What follows belongs to an exercise in optimizing a design on an open flow for small area and a short achievable clock period; a production flow would make more cautious choices. No run shown here included a check of the RTL's function; only the layout flow was run. Power is estimated from default activity; no workload was simulated.

## flow/design.v (module list and top-level ports; edited modules follow where they fit)
// module vc_dds_cfg_reg: 32 lines
// module vc_phase_accum: 16 lines
// module vc_wave_shaper: 13 lines
// module vc_amp_offset: 669 lines
// module vc_dds_top: 68 lines
module vc_dds_top
(
  input  logic                    clk_user_bufg,
  input  logic                    rst_glb,
  input  logic                    cfg_wr,           
  input  logic [85:0]             cfg,              
  output logic [16-1:0] sample,           
  output logic                    sample_valid,
  output logic [10-1:0]    dac_fsc           
);
  // ...
==> flow/flow/run.sh <==
#!/bin/bash
# Standard ORFS layout, except that the port buffers are the smallest plain
# buffer instead of the default delay-buffer cell. Each tool's output is kept
# by ORFS under orfs/logs/; make's own output goes to flow_make.log.
set -euo pipefail
export BUFFER_PORTS_ARGS="-buffer_cell sky130_fd_sc_hd__buf_1"
bash standard.sh finish > flow_make.log 2>&1
==> flow/standard.sh <==
#!/bin/bash
# synth_recipe.tcl (not shown) runs the flow's synth.tcl, then flattens the netlist and writes it again
# the make line also repeats each setting of config.mk as NAME=value (left out here)
make -C /OpenROAD-flow-scripts/flow DESIGN_CONFIG=/design/flow/config.mk WORK_HOME=/design/flow/orfs CLKGATE_MAP_FILE= SYNTH_SCRIPT=/design/flow/synth_recipe.tcl "${@:-finish}"
==> flow/config.mk <==
export PLATFORM = sky130hd
export DESIGN_NAME = vc_dds_top
export DESIGN_NICKNAME = vc_dds_top
export VERILOG_FILES = /design/flow/design.v
export SDC_FILE = /design/flow/constraint.sdc
export NUM_CORES = 4
export LEC_CHECK = 0
export CAP_MARGIN = 20
export CORE_MARGIN = 2
export CORE_UTILIZATION = 40
export SETUP_SLACK_MARGIN = 3.2
export SLEW_MARGIN = 20
==> flow/constraint.sdc <==
create_clock -name core_clock -period 5.5 [get_ports {clk_user_bufg}]
set_input_delay 1.1000 -clock core_clock [delete_from_list [all_inputs] [get_ports {clk_user_bufg}]]
set_output_delay 1.1000 -clock core_clock [all_outputs]
set_load 0.01 [all_outputs]
==> flow_metrics.py, run 1 <==
metrics = {
    "run_status": {
        "outcome": "finished clean",
    },
    "die": {
        "io_pins": 116,
    },
    "drt": {
        "met3_length_um": 4370,
        "vias": 16600,
        "m1WireLength_um": 23000,
    },
    "final_layout": {
        "final_cell_mix": "301 x nand2_1, 234 x dfxtp_1, 177 x nor2_1, 157 x a21oi_1, 144 x inv_1",
        "instances_no_fill": 3059,
        "seq_share": 0.307,
        "final_area_um2": 24700,
        "top_regs": "u_cfg_reg.freq_word: 32 flops, u_phase_accum.phase: 32 flops",
    },
    "place": {
        "place_congestion": 0.883,
        "dpl_cell_area_um2": 20600,
        "place_hpwl_um": 32800,
    },
    "logic_synthesis": {
        "synth_compound_area_frac": 0.189,
        "muxShareOfSynthArea": 0.00260,
        "synth_top_area_frac": 0.261,
        "synth.most_common_cell": "nand2_1",
    },
    "sta": {
        "min_period_ps": 2470,
        "hold-worst-slack_ps": 318,
        "fin_tns_setup_ps": 0,
    },
    "global_routing": {
        "grt_use_total": 0.200,
        "met1_usage": 0.267,
        "grt_max_degree": 63,
    },
    "clock_network": {
        "postCtsHoldBufs": 0,
        "cts_setup_buffers": 54,
    },
    "critical_path": {
        "end_kind": "register",
        "critPathMaxFanout": 4,
        "cp.depth": 11,
    },
}
==> inputs of run 2 (changes only) <==
--- a/flow/config.mk
+++ b/flow/config.mk
@@ -10,3 +10,3 @@
 export CORE_UTILIZATION = 40
-export SETUP_SLACK_MARGIN = 3.2
+export SETUP_SLACK_MARGIN = 2.7
 export SLEW_MARGIN = 20
==> run 2 against run 1 <==
Via count shrank 6.9%. Synthesized area is the same. First-iteration DRC count decreased by 5.2%. Die area is the same. Final cell count decreased by 4.0%. Clock-buffer cell count up 5. Critical path depth fell by 3. Critical path type unchanged. Sequential share of layout area is 3.4 points higher. Synthesized cell count did not move. Highest routed layer unchanged. Clock skew barely moved.
==> flow_metrics.py, run 2 <==
metrics = {
    "run_status": {
        "outcome": "finished clean",
    },
    "power_and_ir_drop": {
        "ir_worst_vdd_v": 0.000298,
        "p_leak_nw": 9.16,
        "power.density_nw_per_um2": 612,
    },
    "worst_hold_path": {
        "min_path_type": "reg2reg",
    },
    "logic_synthesis": {
        "synth_common_cells": "309 x nand2_1, 257 x dfxtp_1, 188 x nor2_1",
        "synth_top_area_frac": 0.261,
        "yosys_register_bits": 338,
        "avgSynthCellArea_um2": 8.87,
        "yosys-top-cells-area": "dfxtp_1 26%, fa_1 12%, edfxtp_1 10%",
        "synth_area_um2": 19700,
        "synth-edff-count": 66,
        "synthFlopType": "dfxtp_1",
        "yosys_warnings": 5,
        "synthesis.nets": 2525,
        "synth.most_common_cell": "nand2_1",
        "synthesis.instances": 2227,
        "synth_seq_area_share": 0.381,
        "yosysTopAreaCell": "dfxtp_1",
        "synth_cell_type_count": 71,
        "async_flop_share": 0.0444,
    },
    "die": {
        "core_area_um2": 48800,
        "io_pins": 116,
        "die_area_um2": 51200,
        "die_y_um": 226,
        "die_w_um": 226,
        "initial_core_util": 0.404,
        "rows": 81,
    },
    "final_layout": {
        "syn2layout_area_growth_pct": 12.2,
        "final_nets": 2542,
        "fillCellCount": 4702,
        "antenna_cells": 0,
        "final_common_cell": "nand2_1",
        "top_regs": "u_cfg_reg.freq_word: 32 flops, u_phase_accum.phase: 32 flops",
        "drive_gt1_frac": 0.0712,
        "final_area_um2": 22200,
        "final_cell_mix": "309 x nand2_1, 238 x dfxtp_1, 185 x nor2_1, 180 x a21oi_1, 178 x o21ai_0",
    },
    "sta": {
        "worst_pin_slew_ps": 1030,
        "clock_skew_ps": 32.3,
        "grt_setup_unrepaired": "yes",
        "hold_violations": 0,
        "relSlewSlack": 0.315,
        "min_period_ps": 2670,
        "setup_viol": 0,
        "fmax_mhz": 375,
        "fin_tns_setup_ps": 0,
        "finalCritPeriodShare": 0.485,
        "drv_slew": 0,
    },
    "place": {
        "place_congestion": 0.876,
        "dpl_cell_area_um2": 20600,
        "place_hpwl_um": 32700,
        "port_buffers": 115,
    },
    "critical_path": {
        "cpMostUsedCell": "fa_1",
        "critPathKind": "reg2reg",
        "cpLargestDelayFamily": "adder cells",
        "critPathMaxFanout": 69,
        "rrSetupSlack_ps": 2830,
        "crit_required_ps": 5920,
        "endpoint": "u_amp_offset.r0_205",
        "worstSetupStartpointType": "register",
        "slowest_delay_ps": 550,
        "path_buf_inv": 2,
        "r2r-end": "u_amp_offset.r0_205",
        "cp_cell_sequence": "buf_12 > xor2_1 > and2_1 > a22oi_1 > o21ai_0 > fa_1 > inv_1 > fa_1",
        "worst_r2r_path_depth": 8,
        "critPathLaunch": "u_amp_offset.amp_q[7]",
        "end_kind": "register",
        "arrival_ps": 3090,
        "worstReg2RegStart": "u_amp_offset.amp_q[7]",
        "critPathSlowestCell": "dfxtp_2",
        "cp.depth": 8,
    },
    "clock_network": {
        "cts.path.max_buffers": 3,
        "cts.sinks": 338,
        "cts_buffers": 39,
        "postCtsHoldBufs": 0,
        "clkTransAtPathRegs_ps": 60,
        "clk_latency_ps": 570,
        "cts.htree.levels": 2,
        "clockRootBuffer": "clkbuf_16",
        "cts_tree": "built",
    },
    "global_routing": {
        "grt_pass1_wl_um": 74600,
        "grt_max_degree": 75,
        "antenna_found_initial": 0,
        "grt.overflow.total": 0,
        "grt_use_total": 0.182,
        "grt_pass1_vias": 14600,
    },
    "drt": {
        "avgViaCountPerCell": 5.26,
        "dr.pass1.iters": 8,
        "wl_per_cell_um": 16.0,
        "drc": 0,
        "drtIter0Drc": 1317,
        "routed_wl_um": 47100,
        "postRouteAntennaNets": 0,
        "vias": 15500,
    },
    "job": {
        "max_cap_viol_count": 0,
    },
}
run 2: cell counts after synthesis:
Identical to the previous run, type by type.
run 2: cells by family (layout without fill, tap and decap cells):
logic type	count (synthesis)	count (layout)	share of synthesized area
and+or+nand+nor	620	620	0.132
AOI/OAI and AO/OA	609	609	0.189
DFF	338	338	0.381
buffers and inverters	332	379	0.0633
adders and majority gates	259	259	0.204
xor gates and xnor gates	64	64	0.0284
muxes	5	5	0.00260
run 2: final cells by class:
class | count | area, um2 | area share
Sequential cell | 338 | 7560 | 0.341
Tap cell | 664 | 831 | 0.0375
Timing Repair Buffer | 158 | 850 | 0.0383
Clock buffer | 53 | 1090 | 0.0492
Inverter | 150 | 567 | 0.0256
Clock inverter | 18 | 219 | 0.00988
Multi-Input combinational cell | 1557 | 11000 | 0.498
run 2: worst min path at each step:
stage | startpoint | endpoint | cells after the start
floorplan | u_amp_offset.r0_180 | u_amp_offset.r1_407 | 0
CTS | u_amp_offset.r0_180 | u_amp_offset.r1_407 | 0
detailed placement | u_amp_offset.r0_180 | u_amp_offset.r1_407 | 0
finish | u_amp_offset.r0_180 | u_amp_offset.r1_407 | 0
global route | u_amp_offset.r0_180 | u_amp_offset.r1_407 | 0
global placement | u_amp_offset.r0_180 | u_amp_offset.r1_407 | 0
run 2: metal layers:
metal  GRT usage  share of wire  up-vias
met5           0              0        -
met1       0.248           0.46     7269
met4      0.0601          0.026        0
li1            -              -     7646
met2       0.291           0.45      458
met3      0.0325          0.057       78
run 2: what timing repair did:
action                                  CTS  global route
resized for setup                        19            21
endpoints found under the setup margin   59            43
pin swaps                                 1             4
gates cloned                              0             0
buffers inserted                          3            11
run 2: where the power goes:
group | leakage (nW) | total [W] | internal (W) | switching, W
combinational | 5.55 | 0.00676 | 0.00283 | 0.00393
clock | 0.647 | 0.00262 | 0.00159 | 0.00104
sequential | 2.96 | 0.00418 | 0.00356 | 0.000622
run 2: per-stage QoR:
stage	hold WS, ps	worst slack (ps)	std cells	util	total power (W)
finish	330	2830	2938	0.454	0.0136
global route	335	2680	2938	0.454	0.0148
CTS	330	2700	2927	0.449	0.0136
detailed placement	316	2230	2853	0.421	0.0108
global placement	316	2270	2853	0.421	0.0107
floorplan	310	2800	2227	-	0.00891

re-timing with driven ports:
No port has a modelled driver above. Below, the same layouts with a new extraction and two added sets of constraints. Step 1 assumes that a clkbuf_16 drives the clock port and a buf_2 every other input. Step 2 also shifts input and output timing later by t, the mid clock arrival at the registers, as if the neighbouring blocks saw the same clock. Slacks: no drivers / after step 1 / after step 2; pairs: no drivers / after step 1.
run | t (ns) | slack for setup (ns) | pins driven straight from the clock port
run 1 | 0.614 | 3.029 / 3.029 / 2.871 | 1
run 2 | 0.605 | 2.830 / 2.830 / 2.630 | 1
After both steps every run listed still meets setup and hold. The setup slack of run 2, which loses most, moves by 0.000 ns with the drivers and by -0.200 ns with both steps.
